What follows belongs to an exercise in optimizing a design on an open flow for small area, a short achievable clock period and few clock cycles per item; a production flow would make more cautious choices.
RTL that was checked went through simulation tests only; none was proved equivalent to the original.
No activity file was given, so power comes from the tool's default toggle rates.

run a:
==> flow/design.v (excerpt) <==
module guide_offtarget_hamming_scan_unit
#(
    parameter int HIT_MM_MAX  = 4,
    parameter int COUNT_WIDTH = 16
) (
    input  logic                 i_clk,
    input  logic                 i_rst_n,
    input  logic                 push,
    output logic                 full,
    input  logic [WORD_W-1:0]    i_entry_word,
    input  logic                 i_last_entry,
    output logic                 empty,
    input  logic                 pop,
    output logic                 o_kind,
    output logic [ID_W-1:0]      o_entry_id,
    output logic [MM_W-1:0]      o_mismatches,
    output logic [ID_W-1:0]      o_bin_count,
    output logic                 o_list_complete,
    output logic                 o_last,
    input  logic                 i_cfg_valid,
    output logic                 o_cfg_ready,
    input  logic [CFG_IDX_W-1:0] i_cfg_index,
    input  logic [WORD_W-1:0]    i_cfg_data
);
Size: ~390 flip-flops, about 21000 µm² of cells after synthesis.
Settings: LEC_CHECK=0, ABC_AREA=1, CAP_MARGIN=20, CORE_MARGIN=2, CORE_UTILIZATION=30, CTS_CLUSTER_DIAMETER=60, CTS_CLUSTER_SIZE=25, SETUP_SLACK_MARGIN=3.75, SLEW_MARGIN=20; clock period 6.0 ns.
standard.sh (not shown) runs the stock make flow with config.mk's settings and CLKGATE_MAP_FILE= SYNTH_SCRIPT=/design/flow/synth_recipe.tcl, a recipe that flattens the netlist after the stock synthesis.
==> flow/flow/run.sh <==
#!/bin/bash
# The standard layout (standard.sh, unchanged synthesis and steps); the only
# difference is that the port buffers are built from buf_1 cells instead of the
# resizer's default pick, clkdlybuf4s50_1. Every port still gets its buffer and
# repair_timing still resizes them where timing needs it.
set -uo pipefail
bash standard.sh BUFFER_PORTS_ARGS="-buffer_cell sky130_fd_sc_hd__buf_1" finish > standard.log 2>&1
rc=$?
# per-step tool logs of the run, kept with the grade
cp -r orfs/logs/sky130hd/guide_offtarget_hamming_scan_unit/base tool_logs 2>/dev/null
exit $rc
Run a ended with every stage complete and zero timing, DRC or antenna violations.
Testbench counts of run a, summed over its fixed seeds: cycles 12,608, entries 12,477.
Changes in run b relative to run a:
--- a/flow/design.v
+++ b/flow/design.v
@@ -348,15 +348,22 @@
         if (!i_rst_n) begin
             r_empty <= 1'b1;
         end else if (w_out_free) begin
             r_empty <= !(w_hit_beat || w_emit_h);
         end
     end
     always_ff @(posedge i_clk) begin
-        if (w_out_free) begin
+        if (!i_rst_n) begin
+            r_o_kind <= 1'b0;
+            r_o_id   <= '0;
+            r_o_mm   <= '0;
+            r_o_cnt  <= '0;
+            r_o_cpl  <= 1'b0;
+            r_o_last <= 1'b0;
+        end else if (w_out_free) begin
             r_o_kind <= r_dump;
             r_o_id   <= r_dump ? '0 : (r_pend ? CW'(r_pid) : r_id);
             r_o_mm   <= r_dump ? {r_s_oh[4], r_s_oh[3] | r_s_oh[2], r_s_oh[3] | r_s_oh[1]}
                       : (r_pend ? r_pbin : h_bin);
             r_o_cnt  <= r_dump ? w_bsel : '0;
             r_o_cpl  <= r_dump && r_complete;
             r_o_last <= r_dump && r_s_oh[HIT_MM_MAX];
==> comparison <==
Minimum setup slack in the final design ends up lower on run b. Looking at start-to-end type of the worst setup path, the reg -> out result is from run a; the reg -> reg one comes from run b. ~same post-synthesis simple-gate area fraction in run b and run a. Changes observed in run b relative to run a: final period demand of the worst path increased 0.082 ns, total cell area at the placement stage decreased about 0.54%. Going from run a to run b, routed wire length up 4000 µm; number of unique standard cell types used by synthesis +2.
Function not checked in run b: the RTL went through the layout flow alone.

## oak
guide_offtarget_hamming_scan_unit, a different RTL version from the one above (not shown whole).
For scale: ~2,500 cells after synthesis, roughly 390 flip-flops, ~210 I/O pins.
Settings: LEC_CHECK=0, ABC_AREA=1, CAP_MARGIN=20, CORE_MARGIN=2, CORE_UTILIZATION=30, SETUP_SLACK_MARGIN=3.75, SLEW_MARGIN=20; clock period 6.0 ns.
Scripts as last shown in full above: flow/flow/run.sh
Inputs modified between oak and pine:
--- a/flow/design.v
+++ b/flow/design.v
@@ -56,19 +56,19 @@
     output logic                 o_list_complete,
     output logic                 o_last,
     input  logic                 i_cfg_valid,
     output logic                 o_cfg_ready,
     input  logic [CFG_IDX_W-1:0] i_cfg_index,
     input  logic [WORD_W-1:0]    i_cfg_data
 );
     localparam int CW    = COUNT_WIDTH;
     localparam int NB    = HIT_MM_MAX + 1;    
-    localparam int DEPTH = 3;                 
+    localparam int DEPTH = 4;                 
     logic [WORD_W-1:0] r_query;
     logic [LEN_W-1:0]  r_len;
     logic [LIST_W-1:0] r_limit;
     logic [61:0]       r_rc;         
     logic              r_rdy;        
     logic [LEN_W-1:0]  r_k;          
     logic              r_qf;         
     logic [3:0]        r_lp0;        
     logic [7:0]        r_lp1;        
@@ -186,64 +186,73 @@
             w_t4[g][3] = a & b & c & d;
             w_t4[g][4] = 1'b0;
         end
         for (int g = 0; g < 4; g++) w_t8[g]  = th_merge(w_t4[2*g], w_t4[2*g+1]);
         for (int g = 0; g < 2; g++) w_t16[g] = th_merge(w_t8[2*g], w_t8[2*g+1]);
         w_t32   = th_merge(w_t16[0], w_t16[1]);
         w_c_hit = !w_t32[4];
         w_c_bin = {w_t32[3], w_t32[1] & !w_t32[3], (w_t32[0] & !w_t32[1]) | (w_t32[2] & !w_t32[3])};
     end
+    logic       r_v2, r_c_hit, r_c_last;
+    logic [2:0] r_c_bin;
+    always_ff @(posedge i_clk) begin
+        r_c_hit  <= w_c_hit;
+        r_c_bin  <= w_c_bin;
+        r_c_last <= r_last1;
+    end
     logic [DEPTH-1:0] r_q_hit;
     logic [2:0]       r_q_bin [DEPTH];
     logic [DEPTH-1:0] r_q_last;
-    logic [1:0]       r_q_cnt;
+    logic [2:0]       r_q_cnt;
     logic             w_rd;
     logic [2:0]       w_head_bin_nx;
     logic [DEPTH-1:0] w_at0, w_at1;
-    logic [1:0]       w_cnt0, w_cnt1;
+    logic [2:0]       w_cnt0, w_cnt1;
     logic             w_full0, w_full1;
     always_comb begin
         for (int i = 0; i < DEPTH; i++) begin
-            w_at0[i] = r_v1 && (r_q_cnt == 2'(i));
-            w_at1[i] = r_v1 && (r_q_cnt == 2'(i+1));
+            w_at0[i] = r_v2 && (r_q_cnt == 3'(i));
+            w_at1[i] = r_v2 && (r_q_cnt == 3'(i+1));
         end
-        w_cnt0  = r_q_cnt + 2'(r_v1);
-        w_cnt1  = r_q_cnt + 2'(r_v1) - 2'd1;
-        w_full0 = ({1'b0, w_cnt0} + 3'(w_acc)) >= 3'(DEPTH);
-        w_full1 = ({1'b0, w_cnt1} + 3'(w_acc)) >= 3'(DEPTH);
+        w_cnt0  = r_q_cnt + 3'(r_v2);
+        w_cnt1  = r_q_cnt + 3'(r_v2) - 3'd1;
+        w_full0 = ({1'b0, w_cnt0} + 4'(r_v1) + 4'(w_acc)) >= 4'(DEPTH);
+        w_full1 = ({1'b0, w_cnt1} + 4'(r_v1) + 4'(w_acc)) >= 4'(DEPTH);
     end
-    assign w_head_bin_nx = w_rd ? (w_at1[0] ? w_c_bin : r_q_bin[1]) : (w_at0[0] ? w_c_bin : r_q_bin[0]);
+    assign w_head_bin_nx = w_rd ? (w_at1[0] ? r_c_bin : r_q_bin[1]) : (w_at0[0] ? r_c_bin : r_q_bin[0]);
     always_ff @(posedge i_clk) begin
         for (int i = 0; i < DEPTH; i++) begin
             if (w_rd) begin
                 if (w_at1[i]) begin
-                    r_q_hit[i]  <= w_c_hit;
-                    r_q_bin[i]  <= w_c_bin;
-                    r_q_last[i] <= r_last1;
+                    r_q_hit[i]  <= r_c_hit;
+                    r_q_bin[i]  <= r_c_bin;
+                    r_q_last[i] <= r_c_last;
                 end else if (i < DEPTH-1) begin
                     r_q_hit[i]  <= r_q_hit[i+1];
                     r_q_bin[i]  <= r_q_bin[i+1];
                     r_q_last[i] <= r_q_last[i+1];
                 end
             end else if (w_at0[i]) begin
-                r_q_hit[i]  <= w_c_hit;
-                r_q_bin[i]  <= w_c_bin;
-                r_q_last[i] <= r_last1;
+                r_q_hit[i]  <= r_c_hit;
+                r_q_bin[i]  <= r_c_bin;
+                r_q_last[i] <= r_c_last;
             end
         end
     end
     always_ff @(posedge i_clk) begin
         if (!i_rst_n) begin
             r_v1    <= 1'b0;
+            r_v2    <= 1'b0;
             r_q_cnt <= '0;
             r_full  <= 1'b1;
         end else begin
             r_v1    <= w_acc;
+            r_v2    <= r_v1;
             r_q_cnt <= w_rd ? w_cnt1 : w_cnt0;
             r_full  <= w_rebuild || w_step_nx || r_step || (w_rd ? w_full1 : w_full0);
         end
     end
     function automatic logic [4:0] oh5(input logic [2:0] b);
         oh5 = 5'b00001 << b;
     endfunction
     logic          r_dump;
     logic          r_complete;
In the flow results for oak and pine, the floorplan core area is smaller on oak.
On number of gates resized after CTS: pine sits below oak.
pine vs oak, mean cell area of the mapped netlist went down by 5.4%.
pine vs oak — worst hold slack dropped 140 ps.
oak fits on a die that is smaller than the die of pine.
Going from oak to pine, design area fell 3.1%; total power fell 4.0%; via count rose about 5%; layout-stage area growth over the synthesis result fell 12 points.
Cmp oak and pine / post-route fraction of the period consumed by the critical path / lower: pine
Function was not checked in any run of this note: the RTL went through the layout flow alone.

-- separate check: timing with driven ports --
The flow's constraints put no driver on any port. The routed layouts listed below were extracted and timed again, unchanged, in two steps. Step 1 sets driving cells, clkbuf_16 on the clock port and buf_2 on the other inputs (assumed; they add their load-dependent delay and slew). Step 2 moves the port delays by t, midway between the first and last clock arrival at a register: inputs arrive t later, outputs are due t later. That takes back most of the time a late clock gives input paths. Three values: ideal ports, drivers, drivers and shift; two values: the first two.
run | shift t [ns] | setup WS [ns] | pins driven straight from the clock port
run a | 0.661 | 3.681 / 3.618 / 3.198 | 1
run b | 0.639 | 3.599 / 3.599 / 3.019 | 1
oak | 0.635 | 3.472 / 3.465 / 2.831 | 1
pine | 0.633 | 3.671 / 3.617 / 3.088 | 1
After both steps setup and hold are still met in every run listed. For oak, which loses most, drivers alone change the setup slack by -0.007 ns; drivers and shift together by -0.641 ns.
